What follows belongs to an exercise in optimizing a design on an open flow for small area, a short achievable clock period and few clock cycles per item; a production flow would make more cautious choices.
Function was checked by simulation only, so behaviour that the tests miss may differ from the original.

File: flow/config.mk
export PLATFORM = sky130hd
export DESIGN_NAME = dct_core
export DESIGN_NICKNAME = dct_core
export VERILOG_FILES = /design/flow/design.v
export SDC_FILE = /design/flow/constraint.sdc
export NUM_CORES = 4
export LEC_CHECK = 0
export CAP_MARGIN = 20
export CORE_MARGIN = 2
export CORE_UTILIZATION = 60
export SETUP_SLACK_MARGIN = 5
export SLEW_MARGIN = 20
File: flow/constraint.sdc
create_clock -name core_clock -period 10.0 [get_ports {clk}]
set_input_delay 2.0000 -clock core_clock [delete_from_list [all_inputs] [get_ports {clk}]]
set_output_delay 2.0000 -clock core_clock [all_outputs]
set_load 0.01 [all_outputs]
File: flow/design.v
`timescale 1ns/1ps
module dct_core (
    input  logic        clk,
    input  logic        rst,
    input  logic [31:0] in_data_i,
    input  logic        in_empty_n_i,
    output logic        in_read_o,
    output logic [31:0] out_data_o,
    output logic        out_last_o,
    input  logic        out_full_n_i,
    output logic        out_write_o
);
    function automatic logic signed [15:0] cosv(input logic [4:0] idx);
        case (idx)
            5'd0:  cosv = 16'sd16384;
            5'd1:  cosv = 16'sd16069;
            5'd2:  cosv = 16'sd15137;
            5'd3:  cosv = 16'sd13623;
            5'd4:  cosv = 16'sd11585;
            5'd5:  cosv = 16'sd9102;
            5'd6:  cosv = 16'sd6270;
            5'd7:  cosv = 16'sd3196;
            5'd8:  cosv = 16'sd0;
            5'd9:  cosv = -16'sd3196;
            5'd10: cosv = -16'sd6270;
            5'd11: cosv = -16'sd9102;
            5'd12: cosv = -16'sd11585;
            5'd13: cosv = -16'sd13623;
            5'd14: cosv = -16'sd15137;
            5'd15: cosv = -16'sd16069;
            5'd16: cosv = -16'sd16384;
            5'd17: cosv = -16'sd16069;
            5'd18: cosv = -16'sd15137;
            5'd19: cosv = -16'sd13623;
            5'd20: cosv = -16'sd11585;
            5'd21: cosv = -16'sd9102;
            5'd22: cosv = -16'sd6270;
            5'd23: cosv = -16'sd3196;
            5'd24: cosv = 16'sd0;
            5'd25: cosv = 16'sd3196;
            5'd26: cosv = 16'sd6270;
            5'd27: cosv = 16'sd9102;
            5'd28: cosv = 16'sd11585;
            5'd29: cosv = 16'sd13623;
            5'd30: cosv = 16'sd15137;
            default: cosv = 16'sd16069;
        endcase
    endfunction
    function automatic logic signed [15:0] k1(input logic [2:0] u, input logic [1:0] j);
        case ({u, j})
            5'd0: k1 = 16'sd5793;
            5'd1: k1 = 16'sd5793;
            5'd2: k1 = 16'sd5793;
            5'd3: k1 = 16'sd5793;
            5'd4: k1 = 16'sd16069;
            5'd5: k1 = 16'sd13623;
            5'd6: k1 = 16'sd9102;
            5'd7: k1 = 16'sd3196;
            5'd8: k1 = 16'sd15137;
            5'd9: k1 = 16'sd6270;
            5'd10: k1 = -16'sd6270;
            5'd11: k1 = -16'sd15137;
            5'd12: k1 = 16'sd13623;
            5'd13: k1 = -16'sd3196;
            5'd14: k1 = -16'sd16069;
            5'd15: k1 = -16'sd9102;
            5'd16: k1 = 16'sd11585;
            5'd17: k1 = -16'sd11585;
            5'd18: k1 = -16'sd11585;
            5'd19: k1 = 16'sd11585;
            5'd20: k1 = 16'sd9102;
            5'd21: k1 = -16'sd16069;
            5'd22: k1 = 16'sd3196;
            5'd23: k1 = 16'sd13623;
            5'd24: k1 = 16'sd6270;
            5'd25: k1 = -16'sd15137;
            5'd26: k1 = 16'sd15137;
            5'd27: k1 = -16'sd6270;
            5'd28: k1 = 16'sd3196;
            5'd29: k1 = -16'sd9102;
            5'd30: k1 = 16'sd13623;
            5'd31: k1 = -16'sd16069;
            default: k1 = 16'sd0;
        endcase
    endfunction
    function automatic logic [3:0] k2sel(input logic [2:0] r, input logic [2:0] v);
        logic [4:0] idx;
        logic [4:0] m;
        logic       neg;
        idx = 5'(({2'b0, r, 1'b1}) * {2'b0, v});
        m   = {1'b0, idx[3:0]};
        if (m > 5'd8) m = 5'd16 - m;
        neg = (idx > 5'd8) && (idx < 5'd24);
        if (v == 3'd0) k2sel = 4'd0;
        else           k2sel = {neg, m[2:0]};
    endfunction
    logic [2:0] ph;
    always_ff @(posedge clk or posedge rst) begin
        if (rst) ph <= '0;
        else     ph <= ph + 3'd1;
    end
    logic [15:0] h_data;        
    logic        h_v;
    logic [5:0]  n_idx;         
    logic [2:0]  ld_base;       
    logic        ld_sel;        
    logic        full0, full1;  
    logic [2:0]  base0, base1;  
    logic        cp_sel;        
    logic [2:0]  row_u;         
    logic [2:0]  pend;          
    logic [2:0]  cph;           
    logic        rd_q;          
    logic        wr_q;          
    logic [1:0][7:0] we_q;      
    logic        feed;
    logic        gate_ok;
    logic        in_xfer;
    logic        h_v_nx, ld_sel_nx, full0_nx, full1_nx, cp_sel_nx, wr_nx;
    logic [5:0]  n_nx;
    logic [2:0]  ld_base_nx, base0_nx, base1_nx, row_u_nx, pend_nx, ph_nx, cph_nx;
    assign in_read_o = rd_q;
    assign in_xfer   = rd_q && in_empty_n_i;
    assign feed      = (cp_sel ? full1 : full0) && cph == pend && (pend != 3'd7 || gate_ok);
    always_comb begin
        h_v_nx     = in_xfer ? 1'b1 : (wr_q ? 1'b0 : h_v);
        n_nx       = n_idx;
        ld_base_nx = ld_base;
        base0_nx   = base0;
        base1_nx   = base1;
        ld_sel_nx  = ld_sel;
        full0_nx   = full0;
        full1_nx   = full1;
        if (wr_q) begin
            n_nx = n_idx + 6'd1;
            if (n_idx == 6'd0) begin
                ld_base_nx = ph;
                if (ld_sel) base1_nx = ph;
                else        base0_nx = ph;
            end
            if (n_idx == 6'd63) begin
                if (ld_sel) full1_nx = 1'b1;
                else        full0_nx = 1'b1;
                ld_sel_nx = !ld_sel;
            end
        end
        pend_nx   = pend;
        row_u_nx  = row_u;
        cp_sel_nx = cp_sel;
        if (feed) begin
            pend_nx = pend + 3'd1;
            if (pend == 3'd7) begin
                row_u_nx = row_u + 3'd1;
                if (row_u == 3'd7) begin
                    if (cp_sel) full1_nx = 1'b0;
                    else        full0_nx = 1'b0;
                    cp_sel_nx = !cp_sel;
                end
            end
        end
        ph_nx = ph + 3'd1;
        if (wr_q && n_idx == 6'd0 && ld_sel == cp_sel_nx)
            cph_nx = 3'd1;
        else if (cp_sel_nx != cp_sel)
            cph_nx = ph_nx - (cp_sel ? base0 : base1);
        else
            cph_nx = cph + 3'd1;
        wr_nx = h_v_nx && !(ld_sel_nx ? full1_nx : full0_nx) &&
                (n_nx == 6'd0 || ph_nx == ld_base_nx + n_nx[2:0]);
    end
    always_ff @(posedge clk) begin
        if (in_xfer) h_data <= in_data_i[15:0];
        base0 <= base0_nx;
        base1 <= base1_nx;
    end
    always_ff @(posedge clk or posedge rst) begin
        if (rst) begin
            h_v     <= 1'b0;
            n_idx   <= '0;
            ld_base <= '0;
            ld_sel  <= 1'b0;
            full0   <= 1'b0;
            full1   <= 1'b0;
            cp_sel  <= 1'b0;
            row_u   <= '0;
            pend    <= '0;
            cph     <= '0;
            rd_q    <= 1'b0;
            wr_q    <= 1'b0;
            we_q    <= '0;
        end else begin
            h_v     <= h_v_nx;
            n_idx   <= n_nx;
            ld_base <= ld_base_nx;
            ld_sel  <= ld_sel_nx;
            full0   <= full0_nx;
            full1   <= full1_nx;
            cp_sel  <= cp_sel_nx;
            row_u   <= row_u_nx;
            pend    <= pend_nx;
            cph     <= cph_nx;
            rd_q    <= !h_v_nx || wr_nx;
            wr_q    <= wr_nx;
            for (int c = 0; c < 8; c++) begin
                we_q[0][c] <= wr_nx && !ld_sel_nx && n_nx[5:3] == 3'(c);
                we_q[1][c] <= wr_nx &&  ld_sel_nx && n_nx[5:3] == 3'(c);
            end
        end
    end
    logic [1:0][7:0][127:0] ring;   
    logic [7:0][15:0]       tail;
    genvar gb, gc, gi;
    generate
        for (gb = 0; gb < 2; gb++) begin : g_buf
            for (gc = 0; gc < 8; gc++) begin : g_ring
                always_ff @(posedge clk) begin
                    if (we_q[gb][gc])
                        ring[gb][gc] <= {ring[gb][gc][111:0], h_data};
                    else
                        ring[gb][gc] <= {ring[gb][gc][111:0], ring[gb][gc][127:112]};
                end
            end
        end
        for (gc = 0; gc < 8; gc++) begin : g_tail
            assign tail[gc] = cp_sel ? ring[1][gc][127:112] : ring[0][gc][127:112];
        end
    endgenerate
    function automatic logic [67:0] csa34(input logic [33:0] x, input logic [33:0] y,
                                          input logic [33:0] z);
        csa34 = {((x & y) | (x & z) | (y & z)) << 1, x ^ y ^ z};
    endfunction
    function automatic logic [93:0] csa47(input logic [46:0] x, input logic [46:0] y,
                                          input logic [46:0] z);
        csa47 = {((x & y) | (x & z) | (y & z)) << 1, x ^ y ^ z};
    endfunction
    logic signed [16:0] s1_s [4];
    logic signed [16:0] s1_d [4];
    logic               s1_v, s1_last;
    logic [2:0]         s1_r, s1_u;
    generate
        for (gi = 0; gi < 4; gi++) begin : g_bfly
            logic signed [15:0] xa, xb;
            assign xa = tail[gi];
            assign xb = tail[7-gi];
            always_ff @(posedge clk) begin
                s1_s[gi] <= 17'(xa) + 17'(xb);
                s1_d[gi] <= 17'(xa) - 17'(xb);
            end
        end
    endgenerate
    always_ff @(posedge clk) begin
        s1_r <= pend;
        s1_u <= row_u;
    end
    logic signed [18:0] e0, e1, e2, e3;
    logic signed [18:0] ya, yb, yc, yd;
    logic signed [18:0] s2_yA, s2_yB, s2_yC, s2_yD;
    logic               s2_v, s2_last;
    logic [2:0]         s2_r, s2_u;
    logic [22:0]        sg_nx, zr_nx, s2_sg, s2_zr;    
    logic               s2_even, s2_u0;
    assign e0 = 19'(s1_s[0]) - 19'(s1_s[3]);
    assign e1 = 19'(s1_s[1]) - 19'(s1_s[2]);
    assign e2 = 19'(s1_s[0]) + 19'(s1_s[3]) - 19'(s1_s[1]) - 19'(s1_s[2]);
    assign e3 = 19'(s1_s[0]) + 19'(s1_s[1]) + 19'(s1_s[2]) + 19'(s1_s[3]);
    always_comb begin
        case (s1_u)
            3'd1:    begin ya = 19'(s1_d[0]); yb = 19'(s1_d[1]); yc = 19'(s1_d[2]); yd = 19'(s1_d[3]); end
            3'd3:    begin ya = 19'(s1_d[2]); yb = 19'(s1_d[0]); yc = 19'(s1_d[3]); yd = 19'(s1_d[1]); end
            3'd5:    begin ya = 19'(s1_d[1]); yb = 19'(s1_d[3]); yc = 19'(s1_d[0]); yd = 19'(s1_d[2]); end
            3'd7:    begin ya = 19'(s1_d[3]); yb = 19'(s1_d[2]); yc = 19'(s1_d[1]); yd = 19'(s1_d[0]); end
            3'd2:    begin ya = e0;     yb = 19'sd0; yc = e1;     yd = 19'sd0; end
            3'd6:    begin ya = e1;     yb = 19'sd0; yc = e0;     yd = 19'sd0; end
            3'd4:    begin ya = 19'sd0; yb = e2;     yc = 19'sd0; yd = 19'sd0; end
            default: begin ya = 19'sd0; yb = 19'sd0; yc = 19'sd0; yd = e3;     end
        endcase
    end
    always_comb begin
        case (s1_u)
            3'd0: begin sg_nx = 23'h18624a; zr_nx = 23'h10400; end
            3'd1: begin sg_nx = 23'h18ac4a; zr_nx = 23'h600000; end
            3'd2: begin sg_nx = 23'h18624a; zr_nx = 23'h610400; end
            3'd3: begin sg_nx = 23'h75c55; zr_nx = 23'h600000; end
            3'd4: begin sg_nx = 23'h18624a; zr_nx = 23'h610400; end
            3'd5: begin sg_nx = 23'h18ac55; zr_nx = 23'h600000; end
            3'd6: begin sg_nx = 23'h186255; zr_nx = 23'h610400; end
            3'd7: begin sg_nx = 23'h195c55; zr_nx = 23'h600000; end
            default: begin sg_nx = '0; zr_nx = '0; end
        endcase
    end
    always_ff @(posedge clk) begin
        s2_sg   <= sg_nx;
        s2_zr   <= zr_nx;
        s2_even <= !s1_u[0];
        s2_u0   <= s1_u == 3'd0;
        s2_yA <= ya;
        s2_yB <= yb;
        s2_yC <= yc;
        s2_yD <= yd;
        s2_r  <= s1_r;
        s2_u  <= s1_u;
    end
    logic [33:0] s2_k;         
    logic [33:0] zs_nx, zc_nx;
    logic [33:0] s3_zs, s3_zc;
    logic signed [21:0] dc_acc;
    logic               s3_v, s3_last;
    logic [2:0]         s3_r, s3_u;
    always_comb begin
        case (s2_u)
            3'd0: s2_k = 34'h0498c2b02;
            3'd1: s2_k = 34'h0c0ec15cf;
            3'd2: s2_k = 34'h0a17c2506;
            3'd3: s2_k = 34'h0c0ec849e;
            3'd4: s2_k = 34'h0a17c2506;
            3'd5: s2_k = 34'h0c0ec5494;
            3'd6: s2_k = 34'h0a17c6027;
            3'd7: s2_k = 34'h0c0ec7822;
            default: s2_k = 34'h0;
        endcase
    end
    logic [18:0] v_A0;
    logic [33:0] row_A0;
    assign v_A0 = s2_yA ^ {19{s2_sg[0]}};
    assign row_A0 = 34'({~v_A0[18], v_A0[17:0]}) << 14;
    logic [18:0] v_A1;
    logic [33:0] row_A1;
    assign v_A1 = s2_yA ^ {19{s2_sg[1]}};
    assign row_A1 = 34'({~v_A1[18], v_A1[17:0]}) << 8;
    logic [18:0] v_A2;
    logic [33:0] row_A2;
    assign v_A2 = s2_yA ^ {19{s2_sg[2]}};
    assign row_A2 = 34'({~v_A2[18], v_A2[17:0]}) << 0;
    logic [18:0] v_A3;
    logic [33:0] row_A3;
    assign v_A3 = s2_yA ^ {19{s2_sg[3]}};
    assign row_A3 = (s2_even) ? (34'({~v_A3[18], v_A3[17:0]}) << 10) : (34'({~v_A3[18], v_A3[17:0]}) << 6);
    logic [18:0] v_A4;
    logic [33:0] row_A4;
    assign v_A4 = s2_yA ^ {19{s2_sg[4]}};
    assign row_A4 = (s2_even) ? (34'({~v_A4[18], v_A4[17:0]}) << 5) : (34'({~v_A4[18], v_A4[17:0]}) << 2);
    logic [18:0] v_B0;
    logic [33:0] row_B0;
    assign v_B0 = s2_yB ^ {19{s2_sg[5]}};
    assign row_B0 = 34'({~v_B0[18], v_B0[17:0]}) << 14;
    logic [18:0] v_B1;
    logic [33:0] row_B1;
    assign v_B1 = s2_yB ^ {19{s2_sg[6]}};
    assign row_B1 = 34'({~v_B1[18], v_B1[17:0]}) << 12;
    logic [18:0] v_B2;
    logic [33:0] row_B2;
    assign v_B2 = s2_yB ^ {19{s2_sg[7]}};
    assign row_B2 = 34'({~v_B2[18], v_B2[17:0]}) << 8;
    logic [18:0] v_B3;
    logic [33:0] row_B3;
    assign v_B3 = s2_yB ^ {19{s2_sg[8]}};
    assign row_B3 = 34'({~v_B3[18], v_B3[17:0]}) << 6;
    logic [18:0] v_B4;
    logic [33:0] row_B4;
    assign v_B4 = s2_yB ^ {19{s2_sg[9]}};
    assign row_B4 = 34'({~v_B4[18], v_B4[17:0]}) << 10;
    logic [18:0] v_B5;
    logic [33:0] row_B5;
    assign v_B5 = (s2_zr[10] ? 19'd0 : s2_yB) ^ {19{s2_sg[10]}};
    assign row_B5 = 34'({~v_B5[18], v_B5[17:0]}) << 3;
    logic [18:0] v_B6;
    logic [33:0] row_B6;
    assign v_B6 = s2_yB ^ {19{s2_sg[11]}};
    assign row_B6 = 34'({~v_B6[18], v_B6[17:0]}) << 0;
    logic [18:0] v_C0;
    logic [33:0] row_C0;
    assign v_C0 = s2_yC ^ {19{s2_sg[12]}};
    assign row_C0 = 34'({~v_C0[18], v_C0[17:0]}) << 13;
    logic [18:0] v_C1;
    logic [33:0] row_C1;
    assign v_C1 = s2_yC ^ {19{s2_sg[13]}};
    assign row_C1 = 34'({~v_C1[18], v_C1[17:0]}) << 1;
    logic [18:0] v_C2;
    logic [33:0] row_C2;
    assign v_C2 = s2_yC ^ {19{s2_sg[14]}};
    assign row_C2 = (s2_even) ? (34'({~v_C2[18], v_C2[17:0]}) << 11) : (34'({~v_C2[18], v_C2[17:0]}) << 10);
    logic [18:0] v_C3;
    logic [33:0] row_C3;
    assign v_C3 = s2_yC ^ {19{s2_sg[15]}};
    assign row_C3 = 34'({~v_C3[18], v_C3[17:0]}) << 7;
    logic [18:0] v_C4;
    logic [33:0] row_C4;
    assign v_C4 = (s2_zr[16] ? 19'd0 : s2_yC) ^ {19{s2_sg[16]}};
    assign row_C4 = 34'({~v_C4[18], v_C4[17:0]}) << 4;
    logic [18:0] v_D0;
    logic [33:0] row_D0;
    assign v_D0 = s2_yD ^ {19{s2_sg[17]}};
    assign row_D0 = 34'({~v_D0[18], v_D0[17:0]}) << 7;
    logic [18:0] v_D1;
    logic [33:0] row_D1;
    assign v_D1 = s2_yD ^ {19{s2_sg[18]}};
    assign row_D1 = (s2_u0) ? (34'({~v_D1[18], v_D1[17:0]}) << 13) : (34'({~v_D1[18], v_D1[17:0]}) << 12);
    logic [18:0] v_D2;
    logic [33:0] row_D2;
    assign v_D2 = s2_yD ^ {19{s2_sg[19]}};
    assign row_D2 = (s2_u0) ? (34'({~v_D2[18], v_D2[17:0]}) << 11) : (34'({~v_D2[18], v_D2[17:0]}) << 10);
    logic [18:0] v_D3;
    logic [33:0] row_D3;
    assign v_D3 = s2_yD ^ {19{s2_sg[20]}};
    assign row_D3 = (s2_u0) ? (34'({~v_D3[18], v_D3[17:0]}) << 9) : (34'({~v_D3[18], v_D3[17:0]}) << 2);
    logic [18:0] v_D4;
    logic [33:0] row_D4;
    assign v_D4 = (s2_zr[21] ? 19'd0 : s2_yD) ^ {19{s2_sg[21]}};
    assign row_D4 = 34'({~v_D4[18], v_D4[17:0]}) << 5;
    logic [18:0] v_D5;
    logic [33:0] row_D5;
    assign v_D5 = (s2_zr[22] ? 19'd0 : s2_yD) ^ {19{s2_sg[22]}};
    assign row_D5 = 34'({~v_D5[18], v_D5[17:0]}) << 0;
    logic [67:0] t0;
    assign t0 = csa34(row_A0, row_A1, row_A2);
    logic [67:0] t1;
    assign t1 = csa34(row_A3, row_A4, row_B0);
    logic [67:0] t2;
    assign t2 = csa34(row_B1, row_B2, row_B3);
    logic [67:0] t3;
    assign t3 = csa34(row_B4, row_B5, row_B6);
    logic [67:0] t4;
    assign t4 = csa34(row_C0, row_C1, row_C2);
    logic [67:0] t5;
    assign t5 = csa34(row_C3, row_C4, row_D0);
    logic [67:0] t6;
    assign t6 = csa34(row_D1, row_D2, row_D3);
    logic [67:0] t7;
    assign t7 = csa34(row_D4, row_D5, s2_k);
    logic [67:0] t8;
    assign t8 = csa34(t0[33:0], t0[67:34], t1[33:0]);
    logic [67:0] t9;
    assign t9 = csa34(t1[67:34], t2[33:0], t2[67:34]);
    logic [67:0] t10;
    assign t10 = csa34(t3[33:0], t3[67:34], t4[33:0]);
    logic [67:0] t11;
    assign t11 = csa34(t4[67:34], t5[33:0], t5[67:34]);
    logic [67:0] t12;
    assign t12 = csa34(t6[33:0], t6[67:34], t7[33:0]);
    logic [67:0] t13;
    assign t13 = csa34(t8[33:0], t8[67:34], t9[33:0]);
    logic [67:0] t14;
    assign t14 = csa34(t9[67:34], t10[33:0], t10[67:34]);
    logic [67:0] t15;
    assign t15 = csa34(t11[33:0], t11[67:34], t12[33:0]);
    logic [67:0] t16;
    assign t16 = csa34(t13[33:0], t13[67:34], t14[33:0]);
    logic [67:0] t17;
    assign t17 = csa34(t14[67:34], t15[33:0], t15[67:34]);
    logic [67:0] t18;
    assign t18 = csa34(t16[33:0], t16[67:34], t17[33:0]);
    logic [67:0] t19;
    assign t19 = csa34(t17[67:34], t12[67:34], t7[67:34]);
    logic [67:0] t20;
    assign t20 = csa34(t18[33:0], t18[67:34], t19[33:0]);
    logic [67:0] t21;
    assign t21 = csa34(t20[33:0], t20[67:34], t19[67:34]);
    assign zs_nx = t21[33:0];
    assign zc_nx = t21[67:34];
    always_ff @(posedge clk) begin
        s3_zs <= zs_nx;
        s3_zc <= zc_nx;
        s3_r  <= s2_r;
        s3_u  <= s2_u;
        if (s2_v && s2_u == 3'd0)
            dc_acc <= (s2_r == 3'd0 ? 22'sd0 : dc_acc) + 22'(s2_yD);
    end
    logic [33:0]        zfull;
    logic signed [32:0] zv;
    logic signed [32:0] s3b_z;
    logic signed [36:0] s3b_z15;
    logic signed [38:0] s3b_z63;
    logic               s3b_v, s3b_last;
    logic [2:0]         s3b_r, s3b_u;
    assign zfull = s3_zs + s3_zc;
    assign zv    = zfull[32:0];
    always_ff @(posedge clk) begin
        s3b_z   <= zv;
        s3b_z15 <= (37'(zv) <<< 4) - 37'(zv);
        s3b_z63 <= (39'(zv) <<< 6) - 39'(zv);
        s3b_r   <= s3_r;
        s3b_u   <= s3_u;
    end
    logic signed [46:0] z1, z15, z63;
    logic [7:0][46:0]   pm;
    logic [93:0]        q0, q1, q2a, q2b, q3, q4a, q4b, q5, q6, q7;
    assign z1  = 47'(s3b_z);
    assign z15 = 47'(s3b_z15);
    assign z63 = 47'(s3b_z63);
    assign q0  = csa47(z15 <<< 8, z63 <<< 5, ~z63);                                     
    assign q1  = csa47(z1 <<< 14, ~(z63 <<< 2), ~z63);                                 
    assign q2a = csa47(z63 <<< 8, z1 <<< 10, ~(z63 <<< 5));                            
    assign q2b = csa47(q2a[46:0], q2a[93:47], z1);
    assign q3  = csa47(z63 <<< 8, ~(z63 <<< 5), ~(z63 <<< 3));                         
    assign q4a = csa47(z15 <<< 9, z63 <<< 7, ~(z1 <<< 12));                            
    assign q4b = csa47(q4a[46:0], q4a[93:47], ~z63);
    assign q5  = csa47(z63 <<< 7, z63 <<< 4, z15 <<< 1);                               
    assign q6  = csa47(z1 <<< 13, ~(z1 <<< 11), z63 <<< 1);                            
    assign q7  = csa47(z1 <<< 12, ~(z15 <<< 6), z15 <<< 2);                            
    logic [93:0] q3b;
    assign q3b = csa47(q3[46:0], q3[93:47], z15);
    assign pm[0] = q0[46:0]  + q0[93:47];
    assign pm[1] = q1[46:0]  + q1[93:47];
    assign pm[2] = q2b[46:0] + q2b[93:47];
    assign pm[3] = q3b[46:0] + q3b[93:47];
    assign pm[4] = q4b[46:0] + q4b[93:47];
    assign pm[5] = q5[46:0]  + q5[93:47];
    assign pm[6] = q6[46:0]  + q6[93:47];
    assign pm[7] = q7[46:0]  + q7[93:47];
    logic [7:0][46:0]   s4_p;
    logic               s4_v, s4_last;
    logic [2:0]         s4_r, s4_u;
    logic [7:0][3:0]    s4_sel;    
    logic               s4_init;
    always_ff @(posedge clk) begin
        s4_p    <= pm;
        s4_r    <= s3b_r;
        s4_u    <= s3b_u;
        for (int v = 0; v < 8; v++) s4_sel[v] <= k2sel(s3b_r, 3'(v));
        s4_init <= s3b_v && s3b_r == 3'd0;
    end
    logic [7:0][48:0]   acc;
    logic               row_done;
    logic [2:0]         done_u;
    function automatic logic [3:0] acc_init(input logic [2:0] v);
        acc_init = (v == 3'd0) ? 4'd8 : 4'd4;
    endfunction
    generate
        for (gi = 0; gi < 8; gi++) begin : g_acc
            logic [3:0]         sel;
            logic signed [46:0] pk;
            logic [48:0]        psel, term, acc_s;
            assign sel   = s4_sel[gi];
            assign pk    = s4_p[sel[2:0]];
            assign psel  = 49'(pk);
            assign term  = s4_v ? (psel ^ {49{sel[3]}}) : 49'd0;
            assign acc_s = s4_init ? 49'(acc_init(3'(gi))) : acc[gi];
            always_ff @(posedge clk) acc[gi] <= acc_s + term;
        end
    endgenerate
    always_ff @(posedge clk) begin
        done_u <= s4_u;
    end
    always_ff @(posedge clk or posedge rst) begin
        if (rst) begin
            s1_v <= 1'b0; s1_last <= 1'b0;
            s2_v <= 1'b0; s2_last <= 1'b0;
            s3_v <= 1'b0; s3_last <= 1'b0;
            s3b_v <= 1'b0; s3b_last <= 1'b0;
            s4_v <= 1'b0; s4_last <= 1'b0;
            row_done <= 1'b0;
        end else begin
            s1_v <= feed; s1_last <= feed && pend == 3'd7;
            s2_v <= s1_v; s2_last <= s1_last;
            s3_v <= s2_v; s3_last <= s2_last;
            s3b_v <= s3_v; s3b_last <= s3_last;
            s4_v <= s3b_v; s4_last <= s3b_last;
            row_done <= s4_last;
        end
    end
    logic [7:0][18:0] res;
    logic [7:0][18:0] q;
    logic [7:0][18:0] rq;
    logic [3:0]  qc;
    logic        q_row7, r_row7, rv;
    logic        q_empty_nx;
    logic [1:0]  busy;
    generate
        for (gi = 0; gi < 8; gi++) begin : g_res
            if (gi == 0) begin : g_v0
                assign res[gi] = (done_u == 3'd0) ? dc_acc[21:3] : acc[gi][47:29];
            end else begin : g_vn
                assign res[gi] = (done_u == 3'd0) ? acc[gi][47:29] : acc[gi][48:30];
            end
        end
    endgenerate
    logic [3:0]  qc_nx;
    logic        q_row7_nx;
    logic        q_nz, q_one, q_last;    
    assign out_write_o = q_nz && out_full_n_i;
    assign out_last_o  = q_last && out_full_n_i;
    assign out_data_o  = {{13{q[0][18]}}, q[0]};
    assign q_empty_nx  = !q_nz || (q_one && out_full_n_i);
    assign busy    = 2'(q_nz) + 2'(rv)
                   + 2'(s1_last || s2_last || s3_last || s3b_last || s4_last || row_done);
    assign gate_ok = busy <= 2'd1;
    always_comb begin
        qc_nx     = qc;
        q_row7_nx = q_row7;
        if (rv && q_empty_nx) begin
            qc_nx     = 4'd8;
            q_row7_nx = r_row7;
        end else if (out_write_o) begin
            qc_nx = qc - 4'd1;
        end
    end
    always_ff @(posedge clk) begin
        if (rv && q_empty_nx) begin
            q <= rq;
        end else if (out_write_o) begin
            q <= {19'd0, q[7:1]};
        end
        if (row_done) rq <= res;
    end
    always_ff @(posedge clk or posedge rst) begin
        if (rst) begin
            qc     <= '0;
            q_nz   <= 1'b0;
            q_one  <= 1'b0;
            q_last <= 1'b0;
            q_row7 <= 1'b0;
            r_row7 <= 1'b0;
            rv     <= 1'b0;
        end else begin
            qc     <= qc_nx;
            q_nz   <= qc_nx != 4'd0;
            q_one  <= qc_nx == 4'd1;
            q_last <= qc_nx == 4'd1 && q_row7_nx;
            q_row7 <= q_row7_nx;
            if (row_done) begin
                rv     <= 1'b1;
                r_row7 <= done_u == 3'd7;
            end else if (rv && q_empty_nx) begin
                rv <= 1'b0;
            end
        end
    end
endmodule
File: flow/run.sh
#!/bin/bash
# synth_recipe.tcl (not shown) runs the flow's synth.tcl, then flattens the netlist and writes it again
# the make line also repeats each setting of config.mk as NAME=value (left out here)
make -C /OpenROAD-flow-scripts/flow DESIGN_CONFIG=/design/flow/config.mk WORK_HOME=/design/flow/orfs CLKGATE_MAP_FILE= SYNTH_SCRIPT=/design/flow/synth_recipe.tcl finish
==> impl_metrics.env, run 1 <==
export IMPL_status="finished clean"
export IMPL_ys_ff_latch=3655
export IMPL_grt_overflow_total=0
export IMPL_cap_viol_max_count=0
export IMPL_critPathSlowestCell="o41a_4"
export IMPL_cp_required_ns=10.74
export IMPL_hp_start="ring[1093]"
export IMPL_placementRows=201
export IMPL_antenna_found_initial=23
export IMPL_routed_via_density=5.65
export IMPL_clock_path_buffers=4
export IMPL_grt_pass1_vias=121000
export IMPL_die_w_um=554
export IMPL_synth_edff_count=348
export IMPL_fmax_mhz=196
export IMPL_routed_wl_um=502000
export IMPL_finalSetupViolCount=0
export IMPL_fin_area_um2=204000
export IMPL_die_area_um2=306000
export IMPL_worst_path_most_repeated_cell="a21oi_2"
export IMPL_drive_above_1_share_pct=13.1
export IMPL_fin_util_pct=68.0
export IMPL_start_kind="flop"
export IMPL_fin_crit_sh_pct=51.0
export IMPL_r2r_start="s3_zc[3]"
export IMPL_cts_clk_slew_worst_paths_ns=0.06
export IMPL_grt_pass1_wl_um=745000
export IMPL_core_um2=300000
export IMPL_htreeDepth=5
export IMPL_r2r_end="s3b_z63[36]"
export IMPL_initial_utilization_pct=60.3
export IMPL_yosysSeqAreaShare_pct=42.5
export IMPL_setup_tns_ns=0
export IMPL_dpl_cell_area_um2=186000
export IMPL_grt_use_total_pct=32.2
export IMPL_yosysTopAreaCell="dfxtp_1"
export IMPL_drc=0
export IMPL_crit_type="flop to flop"
export IMPL_dr_pass1_iters=8
export IMPL_finalNonFillerCells=21400
export IMPL_vias=121000
export IMPL_grt_max_degree=117
export IMPL_slew_violations=0
export IMPL_relSlewSlack_pct=17.7
export IMPL_cp_arrival_ns=5.84
export IMPL_holdPathStages=0
export IMPL_synth_async_reset_ratio_pct=1.78
export IMPL_placed_cells=20400
export IMPL_hpwl_um=371000
export IMPL_holdCritPathClass="flop to flop"
export IMPL_syn_area_um2=181000
export IMPL_final_nets=19300
export IMPL_final_common_cell="dfxtp_1"
export IMPL_synth_ff_type="dfxtp_1"
export IMPL_gp_congestion=0.999
export IMPL_drt_iter0_drc=9150
export IMPL_yosysWarningCount=3
export IMPL_synth_area_leaders="dfxtp_1 (36%), fa_1 (9.8%), ha_1 (8.9%), edfxtp_1 (5.8%), xnor2_1 (4.3%)"
export IMPL_ys_types=121
export IMPL_slowest_delay_ns=0.55
export IMPL_synth_top_area_share_pct=35.8
export IMPL_fin_crit_ns=5.10
export IMPL_clk_latency_ns=0.97
export IMPL_synthToLayoutAreaGrowth_pct=12.7
export IMPL_cts_made_buffers=361
export IMPL_boundaryPins=71
export IMPL_r2r_slack_ns=4.90
export IMPL_portBuffers=54
export IMPL_tightest_slew_ns=1.23
export IMPL_synthCells=16700
export IMPL_antenna_left=0
export IMPL_ctsHoldBuffers=0
export IMPL_path_cells="ha_4, fa_2, a211oi_2, o41a_4, o211a_1, a21oi_2, xor2_2, inv_2, ha_4, o211ai_1, a21oi_2, a221o_1, a311oi_2, nor4_1, mux2i_1, a211oi_2, a21oi_2, o21ai_2, a311oi_2, o21ai_1, xor2_1"
export IMPL_fp_dieH_um=554
export IMPL_syn_area_per_cell_um2=10.8
export IMPL_critical_path_endpoint_type="flop"
export IMPL_skew_ns=0.115
export IMPL_wl_per_cell_um=23.5
export IMPL_min_to="ring[1109]"
export IMPL_mostFrequentLayoutCells="dfxtp_1 (3142), inv_1 (1508), ha_1 (1256)"
export IMPL_cts_tree="yes"
export IMPL_cts_sinks=3655
export IMPL_finalHoldViolCount=0
export IMPL_ctsRootBufferMaster="clkbuf_16"
export IMPL_rsz0062_at_grt="yes"
export IMPL_path_max_fanout=5
export IMPL_reg2reg_depth=21
synth_stat cells, types with 124 or more instances:
cell type and n:
dfxtp_1 3242, inv_1 1546, ha_1 1285, nand2_1 921, a21oi_1 897, xnor2_1 892, fa_1 889, nor2_1 653
xor2_1 616, nor2b_1 577, o21ai_0 518, a21o_1 487, mux2_2 482, and2_1 446, clkbuf_1 377, edfxtp_1 348
mux4_2 221, mux2i_1 213, nand3_1 173, o21bai_1 168, nand2b_1 154, nor3_1 146, and3_1 124
worst max path at each step:
stage,startpoint,endpoint,slack [ns],cells past startpoint
after floorplan,s2_u0,s3_zs[23],5.00,14
after global placement,s3b_z63[16],s4_p[232],3.16,16
after detailed placement,s3b_z63[16],s4_p[232],3.23,16
after CTS,s4_sel[27],acc[95],4.87,14
after global routing,s3_zc[3],s3b_z63[36],4.75,21
final,s3_zc[3],s3b_z63[36],4.90,21
flip-flops by register name, summed over array words and instances, names as in the netlist, 8 cells and up:
register and count:
rq 152, s2_yD 19, s3_zs 33, s3_zc 30, s4_sel 12, dc_acc 22, ring 2048, s3b_z15 33
acc 391, s2_yB 19, s3b_z 32, q 152, s1_s 64, s4_p 360, s2_yC 18, s2_yA 18
s2_k 16, s2_sg 8, s1_d 68, s3b_z63 39, we_q 16, h_data 16
critical path: cells and delay by family (launching register included):
kind / cells / cell delay (ns)
AO/OA/AOI/OAI: 13 / 3.07
XOR/XNOR: 2 / 0.43
adder cells (fa/ha/maj): 3 / 0.61
buffers and inverters: 1 / 0.09
flip-flops: 1 / 0.34
multiplexers: 1 / 0.26
AND/OR/NAND/NOR: 1 / 0.11
area by class of cell:
type                    count  area, µm²
repair buffers            461       4910
repair inverters            3       36.3
flip-flops and latches   3655      77200
fillers                 23000      96100
clock inverters           162       2040
diodes                     54        135
inverters                1555       5980
multi-input cells       11000      98700
well taps                3958       4950
clock buffers             496      10100
metal layers:
metal	GRT usage, %	vias up	part of all wire (%)
met1	40.5	59000	41
met2	54.5	3518	47
met5	0	-	0.011
met4	16.5	8	6.3
met3	3.91	1131	5.3
li1	-	57200	-
cell families after synthesis:
| logic type | after synthesis | share of synthesized area [%] |
|---|---|---|
| AO/OA/AOI/OAI | 2908 | 10.4 |
| XOR/XNOR | 1510 | 7.31 |
| adder cells (fa/ha/maj) | 2178 | 18.7 |
| buffers and inverters | 2069 | 4.36 |
| flip-flops | 3655 | 42.5 |
| multiplexers | 916 | 6.92 |
| other | 1 | 0.00207 |
| AND/OR/NAND/NOR | 3503 | 9.81 |
through the flow:
step                hold WS [ns]  setup WS [ns]
finish                     0.249           4.90
CTS                        0.245           4.87
floorplan                  0.310           5.00
detailed placement         0.312           3.23
global route               0.246           4.75
global placement           0.310           3.16
timing repair:
action / 4_1_cts / 5_1_grt
gates cloned: 10 / 10
endpoints found under the hold margin: 0 / 0
resized for setup: 321 / 405
setup endpoints to repair: 355 / 183
pin swaps: 32 / 143
buffers inserted: 126 / 129
Testbench counts, summed over its fixed seeds: cycles 3,720, blocks 48.
==> inputs of run 2 (changes only) <==
--- a/flow/config.mk
+++ b/flow/config.mk
@@ -8,5 +8,7 @@
 export CAP_MARGIN = 20
 export CORE_MARGIN = 2
-export CORE_UTILIZATION = 60
+export CORE_UTILIZATION = 45
+export CTS_CLUSTER_DIAMETER = 80
+export CTS_CLUSTER_SIZE = 28
 export SETUP_SLACK_MARGIN = 5
 export SLEW_MARGIN = 20
==> impl_metrics.env, run 2 <==
export IMPL_dr_pass1_iters=6
export IMPL_synth_ff_type="dfxtp_1"
export IMPL_ys_types=121
export IMPL_fmax_mhz=199
export IMPL_start_kind="flop"
export IMPL_cts_made_buffers=203
export IMPL_routed_wl_um=491000
export IMPL_crit_start="s2_zr[16]"
export IMPL_synth_edff_count=348
export IMPL_synthToLayoutAreaGrowth_pct=10.7
export IMPL_status="finished clean"
export IMPL_seqCellArea_um2=77200
export IMPL_ctsRootBufferMaster="clkbuf_16"
export IMPL_portBuffers=54
export IMPL_cp_required_ns=10.81
export IMPL_wl_per_cell_um=22.0
export IMPL_reg2reg_depth=15
export IMPL_drive_above_1_share_pct=12.0
export IMPL_fin_crit_sh_pct=50.1
export IMPL_cts_tree="yes"
export IMPL_initial_utilization_pct=45.1
export IMPL_htreeDepth=4
export IMPL_pre_cts_slack_ns=3.34
export IMPL_synth_most_common_cell="dfxtp_1"
export IMPL_drc=0
export IMPL_synth_top_area_share_pct=35.8
export IMPL_fin_util_pct=49.9
export IMPL_skew_ns=0.124
export IMPL_syn_area_per_cell_um2=10.8
export IMPL_boundaryPins=71
export IMPL_fin_area_um2=201000
export IMPL_mostFrequentLayoutCells="dfxtp_1 (3138), inv_1 (1507), ha_1 (1254)"
export IMPL_critical_path_endpoint_type="flop"
export IMPL_crit_end="s3_zs[14]"
export IMPL_r2r_start="s2_zr[16]"
export IMPL_syn_area_um2=181000
export IMPL_grt_overflow_total=0
export IMPL_finalHoldViolCount=0
export IMPL_routed_via_density=5.29
export IMPL_clk_latency_ns=1.00
export IMPL_finalNonFillerCells=22300
export IMPL_ys_ff_latch=3655
export IMPL_hpwl_um=370000
export IMPL_grt_max_degree=128
export IMPL_reg_top3="ring x2048, acc x391, s4_p x360"
export IMPL_multi_input_area_um2=99100
export IMPL_holdCritPathClass="flop to flop"
export IMPL_antenna_found_initial=14
export IMPL_rsz0062_at_grt="yes"
export IMPL_ctsHoldBuffers=0
export IMPL_final_nets=19100
export IMPL_synth_async_reset_ratio_pct=1.78
export IMPL_die_area_um2=408000
export IMPL_fin_crit_ns=5.01
export IMPL_placed_cells=21700
export IMPL_regMostFlops="ring"
export IMPL_crit_type="flop to flop"
export IMPL_die_w_um=639
export IMPL_core_um2=402000
export IMPL_clock_path_buffers=4
export IMPL_whs_ns=0.286
export IMPL_synth_area_leaders="dfxtp_1 (36%), fa_1 (9.8%), ha_1 (8.9%), edfxtp_1 (5.8%), xnor2_1 (4.3%)"
export IMPL_dpl_cell_area_um2=187000
export IMPL_fillers=36400
export IMPL_grt_pass1_vias=117000
export IMPL_antenna_left=0
export IMPL_finalSetupViolCount=0
export IMPL_yosysWarningCount=3
export IMPL_placementRows=233
export IMPL_grt_use_total_pct=23.4
export IMPL_vias=118000
export IMPL_final_common_cell="dfxtp_1"
export IMPL_path_max_fanout=7
export IMPL_cp_arrival_ns=5.83
export IMPL_drt_iter0_drc=8602
export IMPL_slew_violations=0
export IMPL_r2r_slack_ns=4.99
export IMPL_yosysTopAreaCell="dfxtp_1"
export IMPL_cts_clk_slew_worst_paths_ns=0.10
export IMPL_fin_ws_ns=4.99
export IMPL_largest_register_ffs=2048
export IMPL_yosysSeqAreaShare_pct=42.5
export IMPL_r2r_end="s3_zs[14]"
export IMPL_synthCells=16700
export IMPL_setup_tns_ns=0
export IMPL_gp_congestion=0.965
export IMPL_cap_viol_max_count=0
export IMPL_tightest_slew_ns=1.17
export IMPL_fp_dieH_um=639
export IMPL_synth_commonest_cells="dfxtp_1 (3242), inv_1 (1546), ha_1 (1285)"
export IMPL_grt_pass1_wl_um=725000
export IMPL_cts_sinks=3655
export IMPL_relSlewSlack_pct=21.9
[run 2: cell counts after synthesis]
Identical to the previous run, type by type.
[run 2: kinds of logic (layout without fill, tap and decap cells)]
logic type	Yosys count	in the layout	share of synthesized area, %
flops	3655	3655	42.5
mux	916	916	6.92
xor+xnor	1510	1510	7.31
compound gates	2908	2908	10.4
buf+inv	2069	2322	4.36
fa+ha+maj	2178	2178	18.7
simple gates	3503	3503	9.81
other cells	1	5	0.00207
[run 2: final cells by class]
type,count,area share [%]
tap,5287,3.30
antenna,3,0.00374
clock inverter,96,0.787
timing repair inverter,2,0.0125
inverter,1555,2.97
multi-input combinational,11000,49.4
timing repair buffer,437,2.35
sequential,3655,38.5
clock buffer,232,2.65
[run 2: timing repair]
action | in CTS | in global routing
endpoints found under the hold margin | 0 | 0
buffers inserted | 132 | 116
pin swaps | 38 | 153
setup endpoints to repair | 366 | 164
resized for setup | 375 | 423
gates cloned | 7 | 12
[run 2: how the worst min path moves through the flow]
stage | start | end | slack, ns | cells after the start
final | ring[798] | ring[814] | 0.29 | 0
after global routing | ring[798] | ring[814] | 0.27 | 0
after CTS | ring[1119] | ring[1135] | 0.28 | 0
after detailed placement | ring[1386] | ring[1402] | 0.31 | 0
after global placement | ring[1494] | ring[1510] | 0.31 | 0
after floorplan | s4_u[0] | done_u[0] | 0.31 | 0
[run 2: layer usage]
| layer | vias to the layer above | global-route usage (%) | wire (µm) |
|---|---|---|---|
| met1 | 57700 | 30.7 | 213000 |
| met3 | 856 | 1.98 | 20800 |
| met4 | 2 | 9.15 | 23600 |
| met2 | 2801 | 40.2 | 233000 |
| li1 | 56600 | - | - |
| met5 | - | 0 | 13 |
[run 2: critical path, cell delays in order, from the launching register on]
cell and delay (ns):
dfxtp_4 0.36, buf_12 0.15, buf_16 0.14, buf_12 0.14, buf_6 0.12, buf_6 0.11, a21boi_4 0.15, xor2_2 0.18
fa_2 0.48, fa_1 0.55, fa_1 0.45, fa_2 0.64, fa_2 0.45, fa_1 0.51, inv_2 0.04, fa_1 0.41
==> inputs of run 3 (changes only) <==
--- a/flow/design.v
+++ b/flow/design.v
@@ -100,6 +100,4 @@
         else     ph <= ph + 3'd1;
     end
-    logic [15:0] h_data;        
-    logic        h_v;
     logic [5:0]  n_idx;         
     logic [2:0]  ld_base;       
@@ -112,10 +110,9 @@
     logic [2:0]  cph;           
     logic        rd_q;          
-    logic        wr_q;          
     logic [1:0][7:0] we_q;      
     logic        feed;
     logic        gate_ok;
     logic        in_xfer;
-    logic        h_v_nx, ld_sel_nx, full0_nx, full1_nx, cp_sel_nx, wr_nx;
+    logic        ld_sel_nx, full0_nx, full1_nx, cp_sel_nx, wr_nx;
     logic [5:0]  n_nx;
     logic [2:0]  ld_base_nx, base0_nx, base1_nx, row_u_nx, pend_nx, ph_nx, cph_nx;
@@ -124,5 +121,4 @@
     assign feed      = (cp_sel ? full1 : full0) && cph == pend && (pend != 3'd7 || gate_ok);
     always_comb begin
-        h_v_nx     = in_xfer ? 1'b1 : (wr_q ? 1'b0 : h_v);
         n_nx       = n_idx;
         ld_base_nx = ld_base;
@@ -132,5 +128,5 @@
         full0_nx   = full0;
         full1_nx   = full1;
-        if (wr_q) begin
+        if (in_xfer) begin
             n_nx = n_idx + 6'd1;
             if (n_idx == 6'd0) begin
@@ -160,5 +156,5 @@
         end
         ph_nx = ph + 3'd1;
-        if (wr_q && n_idx == 6'd0 && ld_sel == cp_sel_nx)
+        if (in_xfer && n_idx == 6'd0 && ld_sel == cp_sel_nx)
             cph_nx = 3'd1;
         else if (cp_sel_nx != cp_sel)
@@ -166,9 +162,8 @@
         else
             cph_nx = cph + 3'd1;
-        wr_nx = h_v_nx && !(ld_sel_nx ? full1_nx : full0_nx) &&
+        wr_nx = !(ld_sel_nx ? full1_nx : full0_nx) &&
                 (n_nx == 6'd0 || ph_nx == ld_base_nx + n_nx[2:0]);
     end
     always_ff @(posedge clk) begin
-        if (in_xfer) h_data <= in_data_i[15:0];
         base0 <= base0_nx;
         base1 <= base1_nx;
@@ -176,5 +171,4 @@
     always_ff @(posedge clk or posedge rst) begin
         if (rst) begin
-            h_v     <= 1'b0;
             n_idx   <= '0;
             ld_base <= '0;
@@ -187,8 +181,6 @@
             cph     <= '0;
             rd_q    <= 1'b0;
-            wr_q    <= 1'b0;
             we_q    <= '0;
         end else begin
-            h_v     <= h_v_nx;
             n_idx   <= n_nx;
             ld_base <= ld_base_nx;
@@ -200,6 +192,5 @@
             pend    <= pend_nx;
             cph     <= cph_nx;
-            rd_q    <= !h_v_nx || wr_nx;
-            wr_q    <= wr_nx;
+            rd_q    <= wr_nx;
             for (int c = 0; c < 8; c++) begin
                 we_q[0][c] <= wr_nx && !ld_sel_nx && n_nx[5:3] == 3'(c);
@@ -215,6 +206,6 @@
             for (gc = 0; gc < 8; gc++) begin : g_ring
                 always_ff @(posedge clk) begin
-                    if (we_q[gb][gc])
-                        ring[gb][gc] <= {ring[gb][gc][111:0], h_data};
+                    if (we_q[gb][gc] && in_empty_n_i)
+                        ring[gb][gc] <= {ring[gb][gc][111:0], in_data_i[15:0]};
                     else
                         ring[gb][gc] <= {ring[gb][gc][111:0], ring[gb][gc][127:112]};
==> impl_metrics.env, run 3 <==
export IMPL_status="finished clean"
export IMPL_wl_met2_um=221000
export IMPL_synth_ff_type="dfxtp_1"
export IMPL_relSlewSlack_pct=22.3
export IMPL_routed_wl_um=469000
export IMPL_placed_cells=21200
export IMPL_mostFrequentLayoutCells="dfxtp_1 (3142), inv_1 (1475), ha_1 (1241)"
export IMPL_syn_area_per_cell_um2=10.9
export IMPL_cts_clk_slew_worst_paths_ns=0.10
export IMPL_syn_area_um2=178000
export IMPL_cts_tree="yes"
export IMPL_finalSetupViolCount=0
export IMPL_rsz0062_at_grt="yes"
export IMPL_synthSimpleGateAreaFrac_pct=9.02
export IMPL_crit_type="flop to flop"
export IMPL_synth_top_area_share_pct=36.5
export IMPL_crit_start="s2_zr[16]"
export IMPL_synthToLayoutAreaGrowth_pct=11.4
export IMPL_clock_path_buffers=4
export IMPL_r2r_end="s3_zs[19]"
export IMPL_core_um2=393000
export IMPL_setup_tns_ns=0
export IMPL_cp_arrival_ns=5.95
export IMPL_cts_sinks=3637
export IMPL_crit_end="s3_zs[19]"
export IMPL_critical_path_endpoint_type="flop"
export IMPL_skew_ns=0.0779
export IMPL_synth_xor_area_share_pct=7.62
export IMPL_routed_via_density=5.21
export IMPL_grt_pass1_vias=114000
export IMPL_antenna_left=0
export IMPL_cp_required_ns=10.86
export IMPL_whs_ns=0.293
export IMPL_finalNonFillerCells=21800
export IMPL_tightest_slew_ns=1.17
export IMPL_boundaryPins=71
export IMPL_htreeDepth=4
export IMPL_fin_area_um2=198000
export IMPL_yosysSeqAreaShare_pct=43.0
export IMPL_final_nets=18700
export IMPL_initial_utilization_pct=45.3
export IMPL_start_kind="flop"
export IMPL_top_layer="met5"
export IMPL_gp_congestion=0.962
export IMPL_seqCellArea_um2=76700
export IMPL_vias=114000
export IMPL_synthMuxAreaShare_pct=6.99
export IMPL_slew_violations=0
export IMPL_cts_made_buffers=193
export IMPL_synth_top_family_by_area="adder cells"
export IMPL_cap_viol_max_count=0
export IMPL_die_area_um2=400000
export IMPL_reg2reg_depth=14
export IMPL_synth_async_reset_ratio_pct=1.73
export IMPL_fin_crit_sh_pct=50.9
export IMPL_synth_area_leaders="dfxtp_1 (36%), fa_1 (10%), ha_1 (9.0%), edfxtp_1 (5.6%), xnor2_1 (4.5%)"
export IMPL_finalHoldViolCount=0
export IMPL_synth_fa_ha_area_share_pct=19.0
export IMPL_regMostFlops="ring"
export IMPL_largest_register_ffs=2048
export IMPL_fp_dieH_um=633
export IMPL_yosysTopAreaCell="dfxtp_1"
export IMPL_die_w_um=633
export IMPL_ys_types=106
export IMPL_path_max_fanout=8
export IMPL_synth_commonest_cells="dfxtp_1 (3242), inv_1 (1534), ha_1 (1284)"
export IMPL_wl_per_cell_um=21.5
export IMPL_reg_top3="ring x2048, acc x391, s4_p x360"
export IMPL_holdCritPathClass="flop to flop"
export IMPL_hpwl_um=348000
export IMPL_r2r_slack_ns=4.91
export IMPL_dpl_cell_area_um2=184000
export IMPL_grt_overflow_total=0
export IMPL_grt_pass1_wl_um=698000
export IMPL_portBuffers=54
export IMPL_synthCells=16300
export IMPL_drt_met1_wl_um=206000
export IMPL_fillers=35400
export IMPL_grt_max_degree=156
export IMPL_drive_above_1_share_pct=13.1
export IMPL_ctsRootBufferMaster="clkbuf_16"
export IMPL_synth_most_common_cell="dfxtp_1"
export IMPL_final_common_cell="dfxtp_1"
export IMPL_drt_iter0_drc=7350
export IMPL_r2r_start="s2_zr[16]"
export IMPL_fin_crit_ns=5.09
export IMPL_antenna_found_initial=21
export IMPL_synth_compound_area_share_pct=10.1
export IMPL_drc=0
export IMPL_yosysWarningCount=3
export IMPL_grt_use_total_pct=22.9
export IMPL_multi_input_area_um2=97100
export IMPL_dr_pass1_iters=6
export IMPL_clk_latency_ns=0.97
export IMPL_placementRows=230
export IMPL_wl_met3_um=20100
export IMPL_fmax_mhz=196
export IMPL_ys_ff_latch=3637
export IMPL_synth_edff_count=332
==> run 3: cell types whose count changed after synthesis, sizes merged, moves of 21 or more <==
cell    previous run  this run
a21o             487       523
xnor2            893       915
a211oi            84        55
o21ai            532       488
nand3            173       131
and3             124        96
and2             447       426
o211ai            52        22
nor3             148        80
nor2             654       610
clkbuf           377       333
or3               64        29
==> run 3: cell type report <==
cell class	count	area share [%]
clock inverter	94	0.730
clock buffer	210	2.55
tap	5220	3.30
inverter	1540	2.98
timing repair buffer	497	2.72
antenna	6	0.00758
sequential	3637	38.7
timing repair inverter	1	0.00568
multi-input combinational	10600	49.0
==> run 3: worst min path at each step <==
stage / start / endpoint / slack (ns) / cells past startpoint
floorplan: s4_u[0] / done_u[0] / 0.31 / 0
global placement: ring[384] / ring[400] / 0.31 / 0
detailed placement: ring[1935] / ring[1951] / 0.31 / 0
CTS: ring[514] / ring[530] / 0.29 / 0
global route: ring[514] / ring[530] / 0.29 / 0
finish: ring[514] / ring[530] / 0.29 / 0
==> run 3: metal layers <==
metal,vias to the layer above,track usage [%]
met3,827,2.41
met4,6,8.94
li1,54800,-
met1,55700,30.0
met5,-,0
met2,2419,38.8
==> run 3: kinds of logic after synthesis <==
logic type               Yosys count
AO/OA/AOI/OAI                   2795
XOR/XNOR                        1546
adder cells (fa/ha/maj)         2175
buffers and inverters           2007
flip-flops                      3637
multiplexers                     908
other                              1
AND/OR/NAND/NOR                 3189
==> run 3: repair_timing <==
action | CTS | global route
endpoints found under the hold margin | 0 | 0
hold buffers | 0 | 0
gates cloned | 11 | 9
setup endpoints to repair | 407 | 184
pin swaps | 114 | 222
setup buffers | 197 | 125
resized for setup | 537 | 438
==> run 3: metrics by stage <==
| stage | util (%) | setup slack (ns) |
|---|---|---|
| 2_1_floorplan | - | 5.00 |
| 3_3_place_gp | 46.8 | 3.40 |
| 3_5_place_dp | 46.8 | 3.43 |
| 4_1_cts | 49.6 | 4.91 |
| 5_1_grt | 50.4 | 4.81 |
| 6_report | 50.4 | 4.91 |
==> run 3: critical path, cell delays in order (launching register included) <==
cell	delay, ns
dfxtp_4	0.53
buf_12	0.16
buf_16	0.14
buf_6	0.11
mux2i_4	0.23
xnor2_2	0.10
fa_2	0.54
inv_2	0.04
fa_2	0.53
fa_1	0.46
fa_2	0.63
fa_2	0.45
fa_1	0.51
inv_2	0.04
fa_2	0.51
Testbench counts of run 3, summed over its fixed seeds: cycles 3,712, blocks 48.
==> inputs of run 4 (changes only) <==
==> flow/flow/run.sh (new file) <==
#!/bin/bash
set -euo pipefail
export SETUP_SLACK_MARGIN=5.4
bash standard.sh > standard.log 2>&1
==> flow/standard.sh (new file) <==
#!/bin/bash
# synth_recipe.tcl (not shown) runs the flow's synth.tcl, then flattens the netlist and writes it again
# the make line also repeats each setting of config.mk as NAME=value (left out here)
make -C /OpenROAD-flow-scripts/flow DESIGN_CONFIG=/design/flow/config.mk WORK_HOME=/design/flow/orfs CLKGATE_MAP_FILE= SYNTH_SCRIPT=/design/flow/synth_recipe.tcl "${@:-finish}"
--- a/flow/config.mk
+++ b/flow/config.mk
@@ -11,4 +11,3 @@
 export CTS_CLUSTER_DIAMETER = 80
 export CTS_CLUSTER_SIZE = 28
-export SETUP_SLACK_MARGIN = 5
 export SLEW_MARGIN = 20
removed: flow/run.sh
==> impl_metrics.env, run 4 <==
export IMPL_routed_wl_um=480000
export IMPL_placementRows=230
export IMPL_fin_crit_sh_pct=49.5
export IMPL_tightest_slew_ns=1.19
export IMPL_reg2reg_depth=14
export IMPL_wl_per_cell_um=21.7
export IMPL_cp_arrival_ns=5.83
export IMPL_hpwl_um=353000
export IMPL_slew_violations=0
export IMPL_synth_top_area_share_pct=36.5
export IMPL_syn_area_per_cell_um2=10.9
export IMPL_grt_use_total_pct=23.4
export IMPL_htreeDepth=4
export IMPL_ctsRootBufferMaster="clkbuf_16"
export IMPL_drive_above_1_share_pct=17.8
export IMPL_core_um2=393000
export IMPL_vias=116000
export IMPL_regMostFlops="ring"
export IMPL_antenna_found_initial=13
export IMPL_grt_max_degree=153
export IMPL_fin_crit_ns=4.95
export IMPL_r2r_end="s3_zs[16]"
export IMPL_rsz0062_at_grt="yes"
export IMPL_boundaryPins=71
export IMPL_holdPathStages=0
export IMPL_cts_sinks=3637
export IMPL_cts_tree="yes"
export IMPL_fin_area_um2=205000
export IMPL_hp_start="ring[455]"
export IMPL_r2r_slack_ns=5.05
export IMPL_r2r_start="s2_zr[16]"
export IMPL_synth_most_common_cell="dfxtp_1"
export IMPL_grt_overflow_total=0
export IMPL_cts_made_buffers=189
export IMPL_portBuffers=54
export IMPL_die_area_um2=400000
export IMPL_setup_tns_ns=0
export IMPL_synth_async_reset_ratio_pct=1.73
export IMPL_cts_clk_slew_worst_paths_ns=0.10
export IMPL_min_to="ring[471]"
export IMPL_cap_viol_max_count=0
export IMPL_syn_area_um2=178000
export IMPL_synth_area_leaders="dfxtp_1 (36%), fa_1 (10%), ha_1 (9.0%), edfxtp_1 (5.6%), xnor2_1 (4.5%)"
export IMPL_antenna_left=0
export IMPL_crit_type="flop to flop"
export IMPL_drt_iter0_drc=7062
export IMPL_status="finished clean"
export IMPL_pre_cts_slack_ns=3.37
export IMPL_reg_top3="ring x2048, acc x391, s4_p x360"
export IMPL_clock_path_buffers=4
export IMPL_finalSetupViolCount=0
export IMPL_dr_pass1_iters=7
export IMPL_routed_via_density=5.24
export IMPL_path_max_fanout=7
export IMPL_die_w_um=633
export IMPL_fin_util_pct=52.1
export IMPL_holdCritPathClass="flop to flop"
export IMPL_fin_ws_ns=5.05
export IMPL_yosysWarningCount=3
export IMPL_gp_congestion=0.944
export IMPL_final_common_cell="dfxtp_1"
export IMPL_mostFrequentLayoutCells="dfxtp_1 (3113), inv_1 (1440), ha_1 (1146)"
export IMPL_finalHoldViolCount=0
export IMPL_synthToLayoutAreaGrowth_pct=15.0
export IMPL_synth_ff_type="dfxtp_1"
export IMPL_synth_edff_count=332
export IMPL_drc=0
export IMPL_ctsHoldBuffers=0
export IMPL_ys_ff_latch=3637
export IMPL_finalNonFillerCells=22100
export IMPL_dpl_cell_area_um2=185000
export IMPL_yosysTopAreaCell="dfxtp_1"
export IMPL_synth_commonest_cells="dfxtp_1 (3242), inv_1 (1534), ha_1 (1284)"
export IMPL_critical_path_endpoint_type="flop"
export IMPL_whs_ns=0.307
export IMPL_final_nets=19000
export IMPL_cp_required_ns=10.87
export IMPL_grt_pass1_vias=116000
export IMPL_placed_cells=21200
export IMPL_fp_dieH_um=633
export IMPL_initial_utilization_pct=45.3
export IMPL_relSlewSlack_pct=20.9
export IMPL_clk_latency_ns=0.95
export IMPL_yosysSeqAreaShare_pct=43.0
export IMPL_synthCells=16300
export IMPL_grt_pass1_wl_um=714000
export IMPL_skew_ns=0.0496
export IMPL_largest_register_ffs=2048
export IMPL_ys_types=106
export IMPL_start_kind="flop"
export IMPL_fmax_mhz=202
-- run 4: critical path: stages, from the launching register on --
cell     delay (ns)
dfxtp_4        0.46
buf_16         0.16
buf_12         0.13
buf_6          0.09
mux2i_1        0.24
xnor2_1        0.14
fa_1           0.51
inv_1          0.05
fa_1           0.49
fa_1           0.45
fa_2           0.67
fa_2           0.45
fa_1           0.49
inv_1          0.05
fa_2           0.51
-- run 4: layout make-up --
class / count / area (µm²)
multi-input cells: 10600 / 101000
clock inverters: 80 / 1200
diodes: 7 / 17.5
flip-flops and latches: 3637 / 76800
clock buffers: 216 / 5080
repair inverters: 1 / 8.76
inverters: 1540 / 5930
fillers: 34800 / 188000
repair buffers: 804 / 8320
well taps: 5220 / 6530
-- run 4: how the worst max path moves through the flow --
stage                from        end  slack, ns  cells past startpoint
3_5_place_dp   s4_sel[11]    acc[96]       3.37                     19
2_1_floorplan   s2_sg[18]  s3_zs[15]       5.14                     17
3_3_place_gp   s4_sel[19]   acc[146]       3.00                     19
6_report        s2_zr[16]  s3_zs[16]       5.05                     14
4_1_cts         s2_zr[16]  s3_zs[20]       5.10                     13
5_1_grt         s2_zr[16]  s3_zs[16]       4.98                     14
-- run 4: routing by layer --
layer | up-vias | global-route usage (%) | wire (µm)
met4 | 0 | 9.07 | 22000
met1 | 57100 | 30.6 | 209000
met3 | 830 | 2.31 | 19700
li1 | 55400 | - | -
met2 | 2510 | 40.0 | 228000
met5 | - | 0 | 0
-- run 4: cell families after synthesis --
| kind of cell | Yosys count | synth area share (%) |
|---|---|---|
| AO/OA/AOI/OAI | 2795 | 10.1 |
| XOR/XNOR | 1546 | 7.62 |
| adder cells (fa/ha/maj) | 2175 | 19.0 |
| buffers and inverters | 2007 | 4.31 |
| flip-flops | 3637 | 43.0 |
| multiplexers | 908 | 6.99 |
| other | 1 | 0.00211 |
| AND/OR/NAND/NOR | 3189 | 9.02 |
-- run 4: repair_timing --
item                                     CTS  global route
cloned                                    31             5
pin swaps                                365           456
endpoints found under the setup margin   509           263
resized for setup                       1106           658
setup buffers                            370           228
==> inputs of run 5 (changes only) <==
==> flow/flow/run.sh (replaced) <==
#!/bin/bash
set -euo pipefail
export SETUP_SLACK_MARGIN=5.4
bash standard.sh MATCH_CELL_FOOTPRINT=0 finish > standard.log 2>&1
==> impl_metrics.env, run 5 <==
export IMPL_yosysSeqAreaShare_pct=43.0
export IMPL_ctsHoldBuffers=0
export IMPL_status="finished clean"
export IMPL_antenna_found_initial=19
export IMPL_grt_use_total_pct=23.6
export IMPL_fin_util_pct=52.2
export IMPL_placementRows=230
export IMPL_synthCells=16300
export IMPL_setup_tns_ns=0
export IMPL_routed_via_density=5.22
export IMPL_syn_area_um2=178000
export IMPL_reg2reg_depth=14
export IMPL_clock_path_buffers=4
export IMPL_cts_sinks=3637
export IMPL_hpwl_um=353000
export IMPL_finalNonFillerCells=22200
export IMPL_final_nets=19000
export IMPL_fp_dieH_um=633
export IMPL_clk_latency_ns=0.99
export IMPL_gp_congestion=0.947
export IMPL_wl_per_cell_um=21.8
export IMPL_drt_iter0_drc=7257
export IMPL_antenna_left=0
export IMPL_dpl_cell_area_um2=185000
export IMPL_synth_top_area_share_pct=36.5
export IMPL_final_common_cell="dfxtp_1"
export IMPL_holdCritPathClass="flop to flop"
export IMPL_cp_arrival_ns=5.79
export IMPL_boundaryPins=71
export IMPL_reg_top3="ring x2048, acc x391, s4_p x360"
export IMPL_synthToLayoutAreaGrowth_pct=15.4
export IMPL_cts_clk_slew_worst_paths_ns=0.10
export IMPL_die_w_um=633
export IMPL_synth_most_common_cell="dfxtp_1"
export IMPL_finalSetupViolCount=0
export IMPL_fin_crit_ns=4.91
export IMPL_synth_area_leaders="dfxtp_1 (36%), fa_1 (10%), ha_1 (9.0%), edfxtp_1 (5.6%), xnor2_1 (4.5%)"
export IMPL_holdPathStages=0
export IMPL_ys_ff_latch=3637
export IMPL_die_area_um2=400000
export IMPL_fin_crit_sh_pct=49.1
export IMPL_finalHoldViolCount=0
export IMPL_synth_commonest_cells="dfxtp_1 (3242), inv_1 (1534), ha_1 (1284)"
export IMPL_start_kind="flop"
export IMPL_synth_edff_count=332
export IMPL_vias=116000
export IMPL_fin_area_um2=205000
export IMPL_fmax_mhz=204
export IMPL_path_max_fanout=6
export IMPL_drc=0
export IMPL_largest_register_ffs=2048
export IMPL_grt_max_degree=134
export IMPL_critical_path_endpoint_type="flop"
export IMPL_initial_utilization_pct=45.3
export IMPL_core_um2=393000
export IMPL_pre_cts_slack_ns=3.30
export IMPL_cts_tree="yes"
export IMPL_cts_made_buffers=195
export IMPL_htreeDepth=4
export IMPL_cap_viol_max_count=0
export IMPL_whs_ns=0.301
export IMPL_portBuffers=54
export IMPL_ys_types=106
export IMPL_dr_pass1_iters=5
export IMPL_fin_ws_ns=5.09
export IMPL_yosysTopAreaCell="dfxtp_1"
export IMPL_tightest_slew_ns=1.14
export IMPL_synth_async_reset_ratio_pct=1.73
run 5: cell counts after synthesis:
No cell type changed its count.
run 5: cell families after synthesis:
| kind of cell | count (synthesis) | synth area share, % |
|---|---|---|
| compound gates | 2795 | 10.1 |
| simple gates | 3189 | 9.02 |
| fa+ha+maj | 2175 | 19.0 |
| xor+xnor | 1546 | 7.62 |
| buf+inv | 2007 | 4.31 |
| mux | 908 | 6.99 |
| other cells | 1 | 0.00211 |
| flops | 3637 | 43.0 |
run 5: final cells by class:
class | count | area [µm²]
diodes | 12 | 30.0
clock buffers | 218 | 5090
clock inverters | 91 | 1410
fillers | 34600 | 188000
inverters | 1540 | 5970
multi-input cells | 10600 | 101000
flip-flops and latches | 3637 | 76800
well taps | 5220 | 6530
repair buffers | 812 | 8600
repair inverters | 5 | 75.1
run 5: what timing repair did:
| item | CTS | global route |
|---|---|---|
| buffers inserted | 415 | 216 |
| endpoints found under the setup margin | 521 | 269 |
| cloned | 32 | 6 |
| gates resized for setup | 1196 | 668 |
| pin swaps | 407 | 527 |
run 5: worst max-delay path, stage by stage, from the launching register on:
cell	delay (ns)
dfxtp_4	0.40
buf_16	0.17
buf_12	0.14
clkinv_16	0.07
nand2_4	0.06
a21boi_4	0.19
xor2_2	0.18
fa_1	0.48
fa_1	0.49
fa_1	0.52
fa_2	0.63
fa_2	0.47
fa_1	0.53
inv_2	0.04
fa_2	0.50
run 5: metal layers:
metal  global-route usage, %  vias up  routed length (µm)  part of all wire (%)
met1                    30.6    56500              209000                    43
met5                       0        -                  45                0.0093
met2                    40.4     2705              230000                    48
li1                        -    55500                   -                     -
met3                    2.39      895               21000                   4.3
met4                    9.26        6               23400                   4.8
run 5: worst paths after layout:
path                            from        end  slack [ns]
min in group asynchronous        rst     q_last        1.60
min reg2reg                ring[439]  ring[455]        0.30
max in group asynchronous        rst       s4_v        7.59
min                        ring[439]  ring[455]        0.30
max reg2reg                s2_zr[16]  s3_zs[14]        5.09
max                        s2_zr[16]  s3_zs[14]        5.09

re-timing with driven ports:
How much do the figures lean on ideal ports? The routed layouts below were timed once more, with nothing changed but the port constraints.
Step 1 assumes that a clkbuf_16 drives the clock port and a buf_2 every other input.
Step 2 adds t to the input delays and takes it off the output delays; t is the mean of the earliest and latest rising clock arrival at the registers after step 1. Input paths then give back, and output paths get back, about the clock's delay inside the block.
a / b / c = ideal ports / drivers / drivers and shift; a / b = the first two.
| run | t, ns | slack for setup (ns) | hold WS [ns] |
|---|---|---|---|
| run 1 | 1.028 | 4.895 / 4.895 / 4.846 | 0.249 / 0.249 / 0.249 |
| run 2 | 1.053 | 4.986 / 4.986 / 4.986 | 0.286 / 0.286 / 0.286 |
| run 3 | 1.051 | 4.911 / 4.911 / 4.408 | 0.293 / 0.293 / 0.293 |
| run 4 | 1.047 | 5.046 / 5.046 / 4.540 | 0.307 / 0.307 / 0.307 |
| run 5 | 1.052 | 5.092 / 5.092 / 4.499 | 0.301 / 0.301 / 0.301 |
After both steps setup and hold are still met in every run listed. For run 5, which loses most, drivers alone change the setup slack by 0.000 ns; drivers and shift together by -0.593 ns.
